This design comes from an exercise in tuning for small area on the open sky130 flow, not from production work.
In this exercise RTL edits were held to simulation tests only and were not proved equivalent to the original.
No activity file was given, so power comes from the tool's default toggle rates.

<file path="flow/run.sh">
#!/bin/bash
# synth_recipe.tcl (not shown) runs the flow's synth.tcl, then flattens the netlist and writes it again
# the make line also repeats each setting of config.mk as NAME=value (left out here)
make -C /OpenROAD-flow-scripts/flow DESIGN_CONFIG=/design/flow/config.mk WORK_HOME=/design/flow/orfs CLKGATE_MAP_FILE= SYNTH_SCRIPT=/design/flow/synth_recipe.tcl finish
</file>
<file path="flow/design.v">
module id_stage #(
  parameter int REGS  = 32,
  parameter int WIDTH = 32
) (
  input  logic             clk,
  input  logic             rst_n,
  input  logic [31:0]      InstrD,
  input  logic [WIDTH-1:0] PCPlus4D,
  input  logic             RegWriteW,
  input  logic [4:0]       WriteRegW,
  input  logic [WIDTH-1:0] ResultW,
  input  logic [WIDTH-1:0] ALUOutM,
  input  logic             ForwardAD,
  input  logic             ForwardBD,
  input  logic             FlushE,
  output logic [WIDTH-1:0] PCBranchD,
  output logic             PCSrcD,
  output logic [4:0]       RsD,
  output logic [4:0]       RtD,
  output logic             RegWriteE,
  output logic             MemtoRegE,
  output logic             MemWriteE,
  output logic             ALUSrcE,
  output logic             RegDstE,
  output logic [2:0]       ALUControlE,
  output logic [WIDTH-1:0] RD1E,
  output logic [WIDTH-1:0] RD2E,
  output logic [WIDTH-1:0] SignImmE,
  output logic [4:0]       RsE,
  output logic [4:0]       RtE,
  output logic [4:0]       RdE
);
  typedef struct packed {
    logic             reg_write;
    logic             mem_to_reg;
    logic             mem_write;
    logic             alu_src;
    logic             reg_dst;
    logic [2:0]       alu_ctrl;
    logic [WIDTH-1:0] rd1;
    logic [WIDTH-1:0] rd2;
    logic [WIDTH-1:0] sign_imm;
    logic [4:0]       rs;
    logic [4:0]       rt;
    logic [4:0]       rd;
  } idex_t;
  logic [WIDTH-1:0] rf_q [REGS];
  idex_t            idex_q, idex_d;
  logic [5:0]       opcode, funct;
  logic             reg_write, mem_to_reg, mem_write, alu_src, reg_dst, branch, jump;
  logic [2:0]       alu_ctrl;
  logic [WIDTH-1:0] rd1, rd2, sign_imm, cmp_a, cmp_b;
  logic             equal_d;
  assign opcode   = InstrD[31:26];
  assign funct    = InstrD[5:0];
  assign RsD      = InstrD[25:21];
  assign RtD      = InstrD[20:16];
  assign sign_imm = {{(WIDTH-16){InstrD[15]}}, InstrD[15:0]};
  always_ff @(posedge clk or negedge rst_n) begin
    if (!rst_n) begin
      for (int i = 0; i < REGS; i++) rf_q[i] <= '0;
    end else if (RegWriteW && (WriteRegW != 5'd0)) begin
      rf_q[WriteRegW] <= ResultW;
    end
  end
  always_comb begin
    rd1 = '0;
    rd2 = '0;
    if (RsD != 5'd0) rd1 = (RegWriteW && (WriteRegW == RsD)) ? ResultW : rf_q[RsD];
    if (RtD != 5'd0) rd2 = (RegWriteW && (WriteRegW == RtD)) ? ResultW : rf_q[RtD];
  end
  always_comb begin
    reg_write  = 1'b0;
    mem_to_reg = 1'b0;
    mem_write  = 1'b0;
    alu_src    = 1'b0;
    reg_dst    = 1'b0;
    branch     = 1'b0;
    jump       = 1'b0;
    alu_ctrl   = 3'b000;
    case (opcode)
      6'b000000: begin
        reg_write = 1'b1;
        reg_dst   = 1'b1;
        case (funct)
          6'b100000: alu_ctrl = 3'b010;
          6'b100010: alu_ctrl = 3'b110;
          6'b100100: alu_ctrl = 3'b000;
          6'b100101: alu_ctrl = 3'b001;
          6'b101010: alu_ctrl = 3'b111;
          default: begin
            reg_write = 1'b0;
            reg_dst   = 1'b0;
          end
        endcase
      end
      6'b100011: begin
        reg_write  = 1'b1;
        mem_to_reg = 1'b1;
        alu_src    = 1'b1;
        alu_ctrl   = 3'b010;
      end
      6'b101011: begin
        mem_write = 1'b1;
        alu_src   = 1'b1;
        alu_ctrl  = 3'b010;
      end
      6'b001000: begin
        reg_write = 1'b1;
        alu_src   = 1'b1;
        alu_ctrl  = 3'b010;
      end
      6'b000100: begin
        branch   = 1'b1;
        alu_ctrl = 3'b110;
      end
      6'b000010: jump = 1'b1;
      default: ;
    endcase
  end
  assign cmp_a   = ForwardAD ? ALUOutM : rd1;
  assign cmp_b   = ForwardBD ? ALUOutM : rd2;
  assign equal_d = (cmp_a == cmp_b);
  assign PCSrcD  = (branch & equal_d) | jump;
  assign PCBranchD = jump ? {PCPlus4D[WIDTH-1:28], InstrD[25:0], 2'b00}
                          : PCPlus4D + {sign_imm[WIDTH-3:0], 2'b00};
  always_comb begin
    idex_d = '0;
    if (!FlushE) begin
      idex_d.reg_write  = reg_write;
      idex_d.mem_to_reg = mem_to_reg;
      idex_d.mem_write  = mem_write;
      idex_d.alu_src    = alu_src;
      idex_d.reg_dst    = reg_dst;
      idex_d.alu_ctrl   = alu_ctrl;
      idex_d.rd1        = rd1;
      idex_d.rd2        = rd2;
      idex_d.sign_imm   = sign_imm;
      idex_d.rs         = RsD;
      idex_d.rt         = RtD;
      idex_d.rd         = InstrD[15:11];
    end
  end
  always_ff @(posedge clk or negedge rst_n) begin
    if (!rst_n) idex_q <= '0;
    else        idex_q <= idex_d;
  end
  assign RegWriteE   = idex_q.reg_write;
  assign MemtoRegE   = idex_q.mem_to_reg;
  assign MemWriteE   = idex_q.mem_write;
  assign ALUSrcE     = idex_q.alu_src;
  assign RegDstE     = idex_q.reg_dst;
  assign ALUControlE = idex_q.alu_ctrl;
  assign RD1E        = idex_q.rd1;
  assign RD2E        = idex_q.rd2;
  assign SignImmE    = idex_q.sign_imm;
  assign RsE         = idex_q.rs;
  assign RtE         = idex_q.rt;
  assign RdE         = idex_q.rd;
endmodule
</file>
<file path="flow/constraint.sdc">
create_clock -name core_clock -period 9.0 [get_ports {clk}]
set_input_delay 1.8000 -clock core_clock [delete_from_list [all_inputs] [get_ports {clk}]]
set_output_delay 1.8000 -clock core_clock [all_outputs]
set_load 0.01 [all_outputs]
</file>
<file path="flow/config.mk">
export PLATFORM = sky130hd
export DESIGN_NAME = id_stage
export DESIGN_NICKNAME = id_stage
export VERILOG_FILES = /design/flow/design.v
export SDC_FILE = /design/flow/constraint.sdc
export NUM_CORES = 4
export LEC_CHECK = 0
export CAP_MARGIN = 20
export CORE_MARGIN = 2
export CORE_UTILIZATION = 30
export SETUP_SLACK_MARGIN = 0.7
export SLEW_MARGIN = 20
</file>
==> impl_metrics.yaml <==
job:
  maxCapViolCount: 0
sta:
  fin_crit_sh_pct: 94.1
  slew_violations: 0
  finClkSkew_ns: 0.0285
  finalHoldViolCount: 0
  fmax_mhz: 118
  setup_viol: 0
  worst_slack_ns: 0.533
  rsz0062_at_grt: "true"
  tightest_slew_ns: 1.33
  fin_crit_ns: 8.47
  relSlewSlack_pct: 11.1
worst_hold_path:
  hp-class: "reg2reg"
  min_path_cells: 2
setup_path:
  worstPathRequired_ns: 7.20
  crit_buf_inv: 4
  path_class: "in2out"
  critPathLaunchType: "input port"
  cp.depth: 15
  path_max_fanout: 18
  cpLargestDelayFamily: "compound AO/OA/AOI/OAI gates"
  crit_path_end_kind: "output port"
  max_stage_delay_ns: 0.59
  slowest_stage: "nor2_2"
  crit_chain: "buf_2 > nand2_1 > nor2_2 > buf_12 > a2111oi_0 > and4_1 > a21oi_1 > buf_4 > or3_1 > nand4_1 > a21oi_2 > a41oi_1 > a2111oi_2 > a31o_2 > clkdlybuf4s50_1"
  arrival_ns: 6.67
  reg2reg_depth: 6
pwr:
  power.leakage_uw: 0.0328
  ir_drop_mv: 0.160
  finalPower_uw: 15400
  cellPowerDensity_nw_per_um2: 211
global_route:
  met3_usage_pct: 16.1
  busiest_layer: "met2"
  grt_max_degree: 171
  overflow: 0
  grt_pass1_wl_um: 484000
  grt_usage_pct: 34.5
  grt_use_met1_pct: 41.6
  antenna_found_initial: 38
  grt_use_met2_pct: 48.1
  grt_pass1_vias: 55100
synth:
  synth_edf_count: 0
  synth_area_leaders: "dfrtp_1, mux2_2, and3_1"
  synth_seq_cells: 1090
  syn_area_sq_um: 59600
  seq_area_frac_synth_pct: 45.7
  synth_ff_type: "dfrtp_1"
  yosys_warnings: 2
  synth_area_leader_cell: "dfrtp_1"
  syn-num-nets: 5681
  syn_area_per_cell_sq_um: 10.8
  synth-async-reset-ratio_pct: 100
  yosysUniqueCellTypes: 105
  yosysTopAreaCellShare_pct: 45.7
  synth_cells: 5512
place:
  io_buffers: 300
  placedCellCount: 8289
  post-place-ws_ns: -0.118
  place_hpwl_um: 234000
  place_area_sq_um: 67500
  gp_congestion: 1.04
route:
  wl_um: 362000
  wl_per_cell_um: 42.0
  drc: 0
  initialDrtViolationCount: 10900
  antenna_left: 0
  via_per_inst: 6.79
  via_count: 58500
  drt_pass1_iterations: 10
clock_network:
  clk_pin_slew_worst_paths_ns: 0.06
  cts_tree: "yes"
  clockBufferDepth: 3
  ctsHtreeMaxLevel: 4
  root_buffer: "clkbuf_16"
  clkLatencyLatePin_ns: 0.83
  cts_sinks: 1090
  numCtsBuffers: 130
final_layout:
  multi_input_area_sq_um: 30400
  final_common_cell: "dfrtp_1"
  fillCellCount: 19500
  final_cell_mix: "dfrtp_1, mux2_2, and3_1, buf_4, a22oi_1"
  final_cell_area_sq_um: 73100
  drive_gt1_share_pct: 30.9
  fin_cells: 8619
  nets: 6010
  syn_to_final_growth_pct: 22.6
  regArea_sq_um: 27300
run_status:
  status: "finished clean"
floorplan:
  initial_core_util_pct: 30.2
  core_sq_um: 197000
  die-area_sq_um: 202000
  fp.dieW_um: 450
  ios: 301
  placementRows: 163
  die_y_um: 450
worst paths after layout:
kind | from | endpoint | slack, ns
setup reg to reg | rf_q[11][10]$_DFFE_PN0P_ | idex_q[89]$_DFF_PN0_ | 6.33
min in group asynchronous | rst_n | idex_q[46]$_DFF_PN0_ | 0.94
max in group asynchronous | rst_n | rf_q[14][22]$_DFFE_PN0P_ | 6.11
setup / recovery | InstrD[20] | PCSrcD | 0.53
hold reg to reg | rf_q[4][9]$_DFFE_PN0P_ | rf_q[4][9]$_DFFE_PN0P_ | 0.49
hold / removal | rf_q[4][9]$_DFFE_PN0P_ | rf_q[4][9]$_DFFE_PN0P_ | 0.49
final cells by class:
type	instances	share of cell area [%]
diodes	36	0.123
clock buffers	183	5.11
clock inverters	51	1.01
inverters	27	0.139
multi-input cells	3821	41.6
flip-flops and latches	1090	37.3
well taps	2640	4.52
repair buffers	771	10.2
synthesized netlist by cell type (50+ instances only):
cell,instances
dfrtp_1,1090
mux2_2,944
and3_1,549
clkbuf_1,392
a22oi_1,354
nand3_1,326
nor2_1,194
nand2_1,172
a2111oi_0,146
nand4_1,133
o21ai_0,120
buf_2,93
a21oi_1,62
a221oi_1,52
a22o_1,50
metrics by stage:
step | utilization, % | TNS, ns | hold slack (ns)
floorplan | - | 0 | 0.455
global placement | 34.2 | -0.0113 | 0.474
detailed placement | 34.2 | -0.118 | 0.477
CTS | 36.9 | 0 | 0.490
global route | 37.0 | 0 | 0.525
finish | 37.0 | 0 | 0.494
routing by layer:
| metal | share of wire, % | wire length [um] |
|---|---|---|
| met4 | 9.1 | 32700 |
| met1 | 36 | 130000 |
| met3 | 15 | 54200 |
| met2 | 40 | 144000 |
| met5 | 0.032 | 115 |
kinds of logic after synthesis:
group | share of synthesized area (%)
multiplexers | 18.0
flip-flops | 45.7
buffers and inverters | 4.61
AO/OA/AOI/OAI | 13.4
XOR/XNOR | 1.09
adder cells (fa/ha/maj) | 0.642
AND/OR/NAND/NOR | 16.5
worst min-delay path: cells and delay by family, from the launching register on:
family           cells  cell delay [ns]
AO/OA/AOI/OAI        1             0.06
AND/OR/NAND/NOR      1             0.05
flip-flops           1             0.35
report_power, final:
group / internal, uW / total, uW / switching [uW]
registers: 5820 / 6800 / 979
logic: 1330 / 3000 / 1670
clock network: 3280 / 5640 / 2360
flip-flops by register name, indices dropped and copies added, names as in the netlist:
name    count
idex_q     98
rf_q      992
timing repair:
item                                    CTS  global route
hold endpoints to repair                  0             0
pin swaps                                26            10
gates resized for setup                  56            26
endpoints found under the setup margin    1             2
hold buffers                              0             0
setup buffers                            49             7
cloned                                    4             0

-- afterwards: timing with drivers on the ports --
How much do the figures lean on ideal ports? The routed layout below was timed once more, with nothing changed but the port constraints. Step 1 (the two cells are an assumption about what drives the block):
set clk [get_ports {clk}]
set_driving_cell -lib_cell sky130_fd_sc_hd__clkbuf_16 $clk
set_driving_cell -lib_cell sky130_fd_sc_hd__buf_2 [delete_from_list [all_inputs] $clk]
Step 2, shift: input delay + t, output delay - t, t = (earliest + latest rising clock arrival at the registers) / 2. This alone moves slack from input paths to output paths. Slacks: ideal / step 1 / step 2; pairs: ideal / step 1.
shift t [ns]: 0.899
slack for setup (ns): 0.533 / 0.507 / 0.507
hold slack, ns: 0.494 / 0.494 / 0.494
worst setup path at the end: input to output
pins driven straight from the clock port: 1
After both steps setup and hold are still met in this run. For this run, drivers alone change the setup slack by -0.026 ns; drivers and shift together by -0.026 ns.
